What follows belongs to an exercise in optimizing a design on an open flow for small area; a production flow would make more cautious choices. Only simulation tests tie the RTL to the original design; equivalence was not proved. No activity file was given, so power comes from the tool's default toggle rates.

==> inputs of exp/tundra <==
// tile_display_top
module tile_display_top
(
   input  wire        clk_36MHz,
   input  wire        arst_n,
   input  wire        req,
   input  wire [15:0] cmd,    
   output wire        ack,
   output wire [24:0] vga     
);
clock: 27.7 ns
lec_check: 0
abc_area: 1
cap_margin: 20
core_margin: 2
core_utilization: 55
cts_buf_list: sky130_fd_sc_hd__clkbuf_8
cts_cluster_diameter: 60
cts_cluster_size: 16
place_density: 0.7
slew_margin: 20
run.sh (not shown) runs the stock make flow with config.mk's settings and CLKGATE_MAP_FILE= SYNTH_SCRIPT=/design/flow/synth_recipe.tcl, a recipe that flattens the netlist after the stock synthesis.
==> inputs of exp/onyx, as changes to exp/tundra <==
--- a/flow/design.v
+++ b/flow/design.v
@@ -90,24 +90,23 @@
 (
    input  wire        clk_36MHz,
    input  wire        arst_n,
    input  wire        wr_pend,
    input  wire [3:0]  wr_row,
    input  wire [4:0]  wr_col,
    input  wire [2:0]  wr_colour,
    output logic       commit,
-   input  wire [3:0]  lb_row,        
-   input  wire [4:0]  rd_col,        
+   input  wire [3:0]  rd_row,        
+   input  wire        advance,       
    output logic [2:0] tile_colour    
 );
    localparam int NW = tile_cmd_pkg::GRID_ROWS;    
    localparam int WB = 3 * tile_cmd_pkg::GRID_COLS;  
    logic [NW-1:0][WB-1:0] ring;
-   logic [WB-1:0]         lbuf;
    logic [3:0]            psi;         
    logic                  clr;         
    logic [3:0]            row0, row5, row10;
    logic                  hit0, hit5, hit10;
    logic [WB-1:0]         nxt0, nxt5, nxt10;
    logic [WB-1:0]         wmask;       
    logic [WB-1:0]         wdata;
    assign row0  = psi;
@@ -157,99 +156,118 @@
       end
       else
       begin
          psi <= (psi == 4'd0) ? 4'd14 : psi - 4'd1;
          if (psi == 4'd11)
             clr <= 1'b0;
       end
    end
-   logic lb_load;
-   logic lb_wr;
-   assign lb_load = (psi == lb_row);
-   assign lb_wr   = wr_pend && (wr_row == lb_row);
-   always_ff @(posedge clk_36MHz)
+   logic       row_hit;
+   logic       nxt_load;
+   logic [2:0] nxt_fetch;
+   logic [2:0] nxt;
+   logic [4:0] nxt_col;      
+   logic [4:0] wr_col_p1;    
+   logic       hit_nxt;
+   logic       hit_cur;
+   assign row_hit   = wr_pend && (wr_row == rd_row);
+   assign nxt_load  = (psi == rd_row);
+   assign wr_col_p1 = (wr_col == 5'(tile_cmd_pkg::GRID_COLS - 1)) ? 5'd0 : wr_col + 5'd1;
+   assign hit_nxt   = row_hit && (wr_col == nxt_col);
+   assign hit_cur   = row_hit && (advance ? (wr_col == nxt_col) : (wr_col_p1 == nxt_col));
+   always_ff @(posedge clk_36MHz or negedge arst_n)
    begin
-      for (int c = 0; c < tile_cmd_pkg::GRID_COLS; c++)
-      begin
-         if (lb_wr && wr_col == 5'(c))
-            lbuf[3*c +: 3] <= wr_colour;
-         else if (lb_load)
-            lbuf[3*c +: 3] <= ring[NW-1][3*c +: 3];
-      end
-   end
+      if (!arst_n)
+         nxt_col <= '0;
+      else if (advance)
+         nxt_col <= (nxt_col == 5'(tile_cmd_pkg::GRID_COLS - 1)) ? 5'd0 : nxt_col + 5'd1;
+   end
+   logic [2:0] l1 [0:9];
+   logic [2:0] l2 [0:4];
+   logic [2:0] l3 [0:2];
    always_comb
    begin
-      tile_colour = '0;
-      for (int c = 0; c < tile_cmd_pkg::GRID_COLS; c++)
-         if (rd_col == 5'(c))
-            tile_colour = lbuf[3*c +: 3];
+      for (int i = 0; i < 10; i++)
+         l1[i] = nxt_col[0] ? ring[NW-1][3*(2*i+1) +: 3] : ring[NW-1][3*(2*i) +: 3];
+      for (int i = 0; i < 5; i++)
+         l2[i] = nxt_col[1] ? l1[2*i+1] : l1[2*i];
+      l3[0] = nxt_col[2] ? l2[1] : l2[0];
+      l3[1] = nxt_col[2] ? l2[3] : l2[2];
+      l3[2] = l2[4];
+      nxt_fetch = nxt_col[4] ? l3[2] : (nxt_col[3] ? l3[1] : l3[0]);
+   end
+   always_ff @(posedge clk_36MHz)
+   begin
+      if (hit_cur)
+         tile_colour <= wr_colour;
+      else if (advance)
+         tile_colour <= nxt;
+      if (hit_nxt)
+         nxt <= wr_colour;
+      else if (nxt_load)
+         nxt <= nxt_fetch;
    end
 endmodule
 `default_nettype wire
 `timescale 1ns/10ps
 `default_nettype none
 module vga_controller
 (
    input  wire        clk_36MHz,
    input  wire        arst_n,
    input  wire [2:0]  tile_colour,    
    input  wire [2:0]  bg_colour,
-   output logic [3:0] lb_row,
-   output logic [4:0] rd_col,
+   output logic [3:0] rd_row,
+   output logic       advance,    
    output logic [24:0] vga
 );
    localparam int HT = video_timing_pkg::H_TOTAL;
    localparam int VT = video_timing_pkg::V_TOTAL;
    localparam int AH = video_timing_pkg::ACTIVE_H;
    localparam int AV = video_timing_pkg::ACTIVE_V;
    localparam int HS = AH + video_timing_pkg::H_FP;      
    localparam int HE = HS + video_timing_pkg::H_PULSE;   
    localparam int VS = AV + video_timing_pkg::V_FP;
    localparam int VE = VS + video_timing_pkg::V_PULSE;
    logic [9:0] h, h_n;
    logic [8:0] v, v_n;
    logic [1:0] run;       
-   logic [2:0] colour;
-   logic       act, act_n;
+   logic [2:0] colour;    
+   logic       act;
    always_comb
    begin
-      h_n = h;
+      h_n = (h == 10'(HT - 1)) ? '0 : h + 10'(run[1]);
       v_n = v;
-      if (run[1])
-      begin
-         h_n = (h == 10'(HT - 1)) ? '0 : h + 1'b1;
-         if (h == 10'(AH - 1))
-            v_n = (v == 9'(VT - 1)) ? '0 : v + 1'b1;
-      end
+      if (h == 10'(AH - 1))
+         v_n = (v == 9'(VT - 1)) ? '0 : v + 1'b1;
    end
-   assign act    = (h < 10'(AH)) && (v < 9'(AV));
-   assign act_n  = (h_n < 10'(AH)) && (v_n < 9'(AV));
-   assign rd_col = h_n[9:5];
-   assign lb_row = v[8:5];
+   assign advance = (h[4:0] == 5'd30) && ((h < 10'(AH - 2)) || (h >= 10'(HT - 2)));
+   assign rd_row  = v[8:5];
    always_ff @(posedge clk_36MHz or negedge arst_n)
    begin
       if (!arst_n)
       begin
          h      <= 10'(AH);
          v      <= 9'(AV);
          run    <= '0;
          colour <= '0;
       end
       else
       begin
          h      <= h_n;
          v      <= v_n;
          run    <= {run[0], 1'b1};
-         colour <= !act_n ? 3'd0 : (tile_colour != 3'd0) ? tile_colour : bg_colour;
+         colour <= (tile_colour != 3'd0) ? tile_colour : bg_colour;
       end
    end
+   assign act        = (h < 10'(AH)) && (v < 9'(AV));
    assign vga[24]    = !((h >= 10'(HS)) && (h < 10'(HE)));
    assign vga[23]    = !((v >= 9'(VS)) && (v < 9'(VE)));
-   assign vga[22:20] = colour;
+   assign vga[22:20] = act ? colour : '0;
    assign vga[19:10] = act ? h : '0;
    assign vga[9:0]   = act ? {1'b0, v} : '0;
 endmodule
 `default_nettype wire
 `timescale 1ns/10ps
 `default_nettype none
 module tile_display_top
 (
@@ -261,18 +279,18 @@
    output wire [24:0] vga     
 );
    logic       commit;
    logic       wr_pend;
    logic [3:0] wr_row;
    logic [4:0] wr_col;
    logic [2:0] wr_colour;
    logic [2:0] bg_colour;
-   logic [3:0] lb_row;
-   logic [4:0] rd_col;
+   logic [3:0] rd_row;
+   logic       advance;
    logic [2:0] tile_colour;
    cmd_decoder u_decoder
    (
       .clk_36MHz (clk_36MHz),
       .arst_n    (arst_n),
       .req       (req),
       .cmd       (cmd),
       .ack       (ack),
@@ -287,24 +305,24 @@
    (
       .clk_36MHz   (clk_36MHz),
       .arst_n      (arst_n),
       .wr_pend     (wr_pend),
       .wr_row      (wr_row),
       .wr_col      (wr_col),
       .wr_colour   (wr_colour),
       .commit      (commit),
-      .lb_row      (lb_row),
-      .rd_col      (rd_col),
+      .rd_row      (rd_row),
+      .advance     (advance),
       .tile_colour (tile_colour)
    );
    vga_controller u_vga
    (
       .clk_36MHz   (clk_36MHz),
       .arst_n      (arst_n),
       .tile_colour (tile_colour),
       .bg_colour   (bg_colour),
-      .lb_row      (lb_row),
-      .rd_col      (rd_col),
+      .rd_row      (rd_row),
+      .advance     (advance),
       .vga         (vga)
    );
 endmodule
 `default_nettype wire
==> flow/flow/run.sh (new file) <==
#!/bin/bash
# The standard layout (standard.sh), with three changes:
#  - synthesis maps the logic with an area-only ABC script (strash; dch;
#    map -a) instead of ORFS's abc_area.script; registers are mapped
#    before ABC runs, so they are the standard synthesis's;
#  - port buffers use buf_1;
#  - CTS inserts no dummy loads.
# Each tool's output goes to its own log under orfs/logs; make's output
# goes to synth.log and flow.log here.
set -euo pipefail
W=$PWD
rm -rf "$W/synth_scripts"
cp -r "$FLOW_HOME/scripts" "$W/synth_scripts"
printf 'strash\ndch\nmap -a\ntopo\nstime -c\n' > "$W/synth_scripts/abc_area.script"
SCRIPTS_DIR="$W/synth_scripts" bash standard.sh synth > synth.log 2>&1
export BUFFER_PORTS_ARGS="-buffer_cell sky130_fd_sc_hd__buf_1"
export CTS_ARGS="-sink_clustering_enable -repair_clock_nets -dont_use_dummy_load -buf_list sky130_fd_sc_hd__clkbuf_8 -sink_clustering_size 18 -sink_clustering_max_diameter 60"
bash standard.sh > flow.log 2>&1
==> flow/standard.sh (new file) <==
#!/bin/bash
# synth_recipe.tcl (not shown) runs the flow's synth.tcl, then flattens the netlist and writes it again
# the make line also repeats each setting of config.mk as NAME=value (left out here)
make -C /OpenROAD-flow-scripts/flow DESIGN_CONFIG=/design/flow/config.mk WORK_HOME=/design/flow/orfs CLKGATE_MAP_FILE= SYNTH_SCRIPT=/design/flow/synth_recipe.tcl "${@:-finish}"
CTS_BUF_LIST = sky130_fd_sc_hd__clkbuf_16   (was sky130_fd_sc_hd__clkbuf_8)
CTS_CLUSTER_DIAMETER = 80   (was 60)
CTS_CLUSTER_SIZE = 32   (was 16)
removed: flow/run.sh
==> inputs of exp/zinc, as changes to exp/tundra <==
--- a/flow/design.v
+++ b/flow/design.v
@@ -90,24 +90,23 @@
 (
    input  wire        clk_36MHz,
    input  wire        arst_n,
    input  wire        wr_pend,
    input  wire [3:0]  wr_row,
    input  wire [4:0]  wr_col,
    input  wire [2:0]  wr_colour,
    output logic       commit,
-   input  wire [3:0]  lb_row,        
-   input  wire [4:0]  rd_col,        
+   input  wire [3:0]  rd_row,        
+   input  wire        advance,       
    output logic [2:0] tile_colour    
 );
    localparam int NW = tile_cmd_pkg::GRID_ROWS;    
    localparam int WB = 3 * tile_cmd_pkg::GRID_COLS;  
    logic [NW-1:0][WB-1:0] ring;
-   logic [WB-1:0]         lbuf;
    logic [3:0]            psi;         
    logic                  clr;         
    logic [3:0]            row0, row5, row10;
    logic                  hit0, hit5, hit10;
    logic [WB-1:0]         nxt0, nxt5, nxt10;
    logic [WB-1:0]         wmask;       
    logic [WB-1:0]         wdata;
    assign row0  = psi;
@@ -157,99 +156,118 @@
       end
       else
       begin
          psi <= (psi == 4'd0) ? 4'd14 : psi - 4'd1;
          if (psi == 4'd11)
             clr <= 1'b0;
       end
    end
-   logic lb_load;
-   logic lb_wr;
-   assign lb_load = (psi == lb_row);
-   assign lb_wr   = wr_pend && (wr_row == lb_row);
-   always_ff @(posedge clk_36MHz)
+   logic       row_hit;
+   logic       nxt_load;
+   logic [2:0] nxt_fetch;
+   logic [2:0] nxt;
+   logic [4:0] nxt_col;      
+   logic [4:0] wr_col_p1;    
+   logic       hit_nxt;
+   logic       hit_cur;
+   assign row_hit   = wr_pend && (wr_row == rd_row);
+   assign nxt_load  = (psi == rd_row);
+   assign wr_col_p1 = (wr_col == 5'(tile_cmd_pkg::GRID_COLS - 1)) ? 5'd0 : wr_col + 5'd1;
+   assign hit_nxt   = row_hit && (wr_col == nxt_col);
+   assign hit_cur   = row_hit && (advance ? (wr_col == nxt_col) : (wr_col_p1 == nxt_col));
+   always_ff @(posedge clk_36MHz or negedge arst_n)
    begin
-      for (int c = 0; c < tile_cmd_pkg::GRID_COLS; c++)
-      begin
-         if (lb_wr && wr_col == 5'(c))
-            lbuf[3*c +: 3] <= wr_colour;
-         else if (lb_load)
-            lbuf[3*c +: 3] <= ring[NW-1][3*c +: 3];
-      end
-   end
+      if (!arst_n)
+         nxt_col <= '0;
+      else if (advance)
+         nxt_col <= (nxt_col == 5'(tile_cmd_pkg::GRID_COLS - 1)) ? 5'd0 : nxt_col + 5'd1;
+   end
+   logic [2:0] l1 [0:9];
+   logic [2:0] l2 [0:4];
+   logic [2:0] l3 [0:2];
    always_comb
    begin
-      tile_colour = '0;
-      for (int c = 0; c < tile_cmd_pkg::GRID_COLS; c++)
-         if (rd_col == 5'(c))
-            tile_colour = lbuf[3*c +: 3];
+      for (int i = 0; i < 10; i++)
+         l1[i] = nxt_col[0] ? ring[NW-1][3*(2*i+1) +: 3] : ring[NW-1][3*(2*i) +: 3];
+      for (int i = 0; i < 5; i++)
+         l2[i] = nxt_col[1] ? l1[2*i+1] : l1[2*i];
+      l3[0] = nxt_col[2] ? l2[1] : l2[0];
+      l3[1] = nxt_col[2] ? l2[3] : l2[2];
+      l3[2] = l2[4];
+      nxt_fetch = nxt_col[4] ? l3[2] : (nxt_col[3] ? l3[1] : l3[0]);
+   end
+   always_ff @(posedge clk_36MHz)
+   begin
+      if (hit_cur)
+         tile_colour <= wr_colour;
+      else if (advance)
+         tile_colour <= nxt;
+      if (hit_nxt)
+         nxt <= wr_colour;
+      else if (nxt_load)
+         nxt <= nxt_fetch;
    end
 endmodule
 `default_nettype wire
 `timescale 1ns/10ps
 `default_nettype none
 module vga_controller
 (
    input  wire        clk_36MHz,
    input  wire        arst_n,
    input  wire [2:0]  tile_colour,    
    input  wire [2:0]  bg_colour,
-   output logic [3:0] lb_row,
-   output logic [4:0] rd_col,
+   output logic [3:0] rd_row,
+   output logic       advance,    
    output logic [24:0] vga
 );
    localparam int HT = video_timing_pkg::H_TOTAL;
    localparam int VT = video_timing_pkg::V_TOTAL;
    localparam int AH = video_timing_pkg::ACTIVE_H;
    localparam int AV = video_timing_pkg::ACTIVE_V;
    localparam int HS = AH + video_timing_pkg::H_FP;      
    localparam int HE = HS + video_timing_pkg::H_PULSE;   
    localparam int VS = AV + video_timing_pkg::V_FP;
    localparam int VE = VS + video_timing_pkg::V_PULSE;
    logic [9:0] h, h_n;
    logic [8:0] v, v_n;
    logic [1:0] run;       
-   logic [2:0] colour;
-   logic       act, act_n;
+   logic [2:0] colour;    
+   logic       act;
    always_comb
    begin
-      h_n = h;
+      h_n = (h == 10'(HT - 1)) ? '0 : h + 10'(run[1]);
       v_n = v;
-      if (run[1])
-      begin
-         h_n = (h == 10'(HT - 1)) ? '0 : h + 1'b1;
-         if (h == 10'(AH - 1))
-            v_n = (v == 9'(VT - 1)) ? '0 : v + 1'b1;
-      end
+      if (h == 10'(AH - 1))
+         v_n = (v == 9'(VT - 1)) ? '0 : v + 1'b1;
    end
-   assign act    = (h < 10'(AH)) && (v < 9'(AV));
-   assign act_n  = (h_n < 10'(AH)) && (v_n < 9'(AV));
-   assign rd_col = h_n[9:5];
-   assign lb_row = v[8:5];
+   assign advance = (h[4:0] == 5'd30) && ((h < 10'(AH - 2)) || (h >= 10'(HT - 2)));
+   assign rd_row  = v[8:5];
    always_ff @(posedge clk_36MHz or negedge arst_n)
    begin
       if (!arst_n)
       begin
          h      <= 10'(AH);
          v      <= 9'(AV);
          run    <= '0;
-         colour <= '0;
       end
       else
       begin
          h      <= h_n;
          v      <= v_n;
          run    <= {run[0], 1'b1};
-         colour <= !act_n ? 3'd0 : (tile_colour != 3'd0) ? tile_colour : bg_colour;
       end
    end
+   always_ff @(posedge clk_36MHz)
+      colour <= (tile_colour != 3'd0) ? tile_colour : bg_colour;
+   assign act        = (h < 10'(AH)) && (v < 9'(AV));
    assign vga[24]    = !((h >= 10'(HS)) && (h < 10'(HE)));
    assign vga[23]    = !((v >= 9'(VS)) && (v < 9'(VE)));
-   assign vga[22:20] = colour;
+   assign vga[22:20] = act ? colour : '0;
    assign vga[19:10] = act ? h : '0;
    assign vga[9:0]   = act ? {1'b0, v} : '0;
 endmodule
 `default_nettype wire
 `timescale 1ns/10ps
 `default_nettype none
 module tile_display_top
 (
@@ -261,18 +279,18 @@
    output wire [24:0] vga     
 );
    logic       commit;
    logic       wr_pend;
    logic [3:0] wr_row;
    logic [4:0] wr_col;
    logic [2:0] wr_colour;
    logic [2:0] bg_colour;
-   logic [3:0] lb_row;
-   logic [4:0] rd_col;
+   logic [3:0] rd_row;
+   logic       advance;
    logic [2:0] tile_colour;
    cmd_decoder u_decoder
    (
       .clk_36MHz (clk_36MHz),
       .arst_n    (arst_n),
       .req       (req),
       .cmd       (cmd),
       .ack       (ack),
@@ -287,24 +305,24 @@
    (
       .clk_36MHz   (clk_36MHz),
       .arst_n      (arst_n),
       .wr_pend     (wr_pend),
       .wr_row      (wr_row),
       .wr_col      (wr_col),
       .wr_colour   (wr_colour),
       .commit      (commit),
-      .lb_row      (lb_row),
-      .rd_col      (rd_col),
+      .rd_row      (rd_row),
+      .advance     (advance),
       .tile_colour (tile_colour)
    );
    vga_controller u_vga
    (
       .clk_36MHz   (clk_36MHz),
       .arst_n      (arst_n),
       .tile_colour (tile_colour),
       .bg_colour   (bg_colour),
-      .lb_row      (lb_row),
-      .rd_col      (rd_col),
+      .rd_row      (rd_row),
+      .advance     (advance),
       .vga         (vga)
    );
 endmodule
 `default_nettype wire
==> flow/flow/run.sh (new file) <==
#!/bin/bash
# The standard layout (standard.sh), with three changes:
#  - synthesis maps the logic with an area-only ABC script (strash; dch;
#    map -a) instead of ORFS's abc_area.script; registers are mapped
#    before ABC runs, so they are the standard synthesis's;
#  - port buffers use buf_1;
#  - CTS inserts no dummy loads.
# Each tool's output goes to its own log under orfs/logs; make's output
# goes to synth.log and flow.log here.
set -euo pipefail
W=$PWD
rm -rf "$W/synth_scripts"
cp -r "$FLOW_HOME/scripts" "$W/synth_scripts"
printf 'strash\ndch\nmap -a\ntopo\nstime -c\n' > "$W/synth_scripts/abc_area.script"
SCRIPTS_DIR="$W/synth_scripts" bash standard.sh synth > synth.log 2>&1
export BUFFER_PORTS_ARGS="-buffer_cell sky130_fd_sc_hd__buf_1"
export CTS_ARGS="-sink_clustering_enable -repair_clock_nets -dont_use_dummy_load -buf_list sky130_fd_sc_hd__clkbuf_8 -sink_clustering_size 19 -sink_clustering_max_diameter 50"
bash standard.sh > flow.log 2>&1
==> flow/standard.sh (new file) <==
#!/bin/bash
# synth_recipe.tcl (not shown) runs the flow's synth.tcl, then flattens the netlist and writes it again
# the make line also repeats each setting of config.mk as NAME=value (left out here)
make -C /OpenROAD-flow-scripts/flow DESIGN_CONFIG=/design/flow/config.mk WORK_HOME=/design/flow/orfs CLKGATE_MAP_FILE= SYNTH_SCRIPT=/design/flow/synth_recipe.tcl "${@:-finish}"
CORE_UTILIZATION = 70   (was 55)
CTS_BUF_LIST = sky130_fd_sc_hd__clkbuf_16   (was sky130_fd_sc_hd__clkbuf_8)
CTS_CLUSTER_DIAMETER = 80   (was 60)
CTS_CLUSTER_SIZE = 32   (was 16)
PLACE_DENSITY = 0.85   (was 0.7)
removed: flow/run.sh
==> summary.txt <==
exp/tundra passed the timing, design-rule and antenna checks. exp/zinc finished with timing, DRC and antenna clean. exp/onyx went through all stages and came out clean. Core utilization: exp/zinc > exp/tundra > exp/onyx. Combinational power: exp/onyx < exp/tundra < exp/zinc. In exp/zinc the sequential power is smaller than in exp/tundra, by about 5%. Against exp/zinc, the critical path depth of exp/tundra is lower by 4. Of exp/tundra and exp/onyx, exp/tundra has the higher clock power (gap about 23%, measured against exp/onyx). The highest wire length belongs to exp/tundra, the lowest to exp/onyx. Of exp/zinc and exp/onyx, exp/zinc has the higher hold slack (gap 24 ps).
==> figures <==
quantity                                                            exp/onyx           exp/zinc         exp/tundra
Combined buffer and inverter count along the critical path                 3                  4                  2
Global-route wire length before repair                             65,700 um          69,400 um          73,200 um
Detailed router's first-iteration violation count                      1,067              1,198              1,147
Clock-cell share of area                                               3.20%              3.12%              4.36%
Avg WL per Cell                                                      16.5 um            18.6 um            16.4 um
Total vias in the final route                                         12,800             13,400             14,200
Endpoint, Worst Hold                                        u_store.ring[67]  u_store.ring[535]  u_store.ring[750]
Ys Warns                                                                   6                  6                  3
Status                                                        finished clean     finished clean     finished clean
Power per standard cell area                                     82.7 mW/mm2        84.6 mW/mm2        83.1 mW/mm2
Power drawn by the clock network                                    0.567 mW           0.561 mW           0.697 mW
Nets                                                                   1,987              1,986              2,195
Place WS                                                           20,190 ps          20,280 ps          20,210 ps
Fraction of area in multi-input gates                                  15.8%              16.0%              16.3%
TritonCTS Buffers                                                         60                 58                 74
Part of the total power dissipated in combinational logic               6.1%               7.5%               6.6%

==> static timing again, ports no longer ideal <==
The flow's constraints put no driver on any port. The routed layouts listed below were extracted and timed again, unchanged, in two steps. Step 1 (the two cells are an assumption about what drives the block):
set clk [get_ports {clk_36MHz}]
set_driving_cell -lib_cell sky130_fd_sc_hd__clkbuf_16 $clk
set_driving_cell -lib_cell sky130_fd_sc_hd__buf_2 [delete_from_list [all_inputs] $clk]
Step 2 times the ports against the registers' clock, not the clock port: input delays grow and output delays shrink by t, the midpoint of the rising clock arrivals with the driver on. Slacks: no drivers / after step 1 / after step 2; pairs: no drivers / after step 1.
| run | t, ns | setup slack, ns | worst hold slack (ns) | worst data-port slew with drivers (ns) |
|---|---|---|---|---|
| exp/tundra | 0.716 | 19.504 / 19.454 / 20.170 | 0.315 / 0.315 / 0.315 | 0.04 |
| exp/onyx | 0.699 | 19.501 / 19.451 / 20.150 | 0.277 / 0.277 / 0.277 | 0.03 |
| exp/zinc | 0.684 | 19.580 / 19.532 / 20.216 | 0.302 / 0.302 / 0.302 | 0.03 |
After both steps every run listed still meets setup and hold.
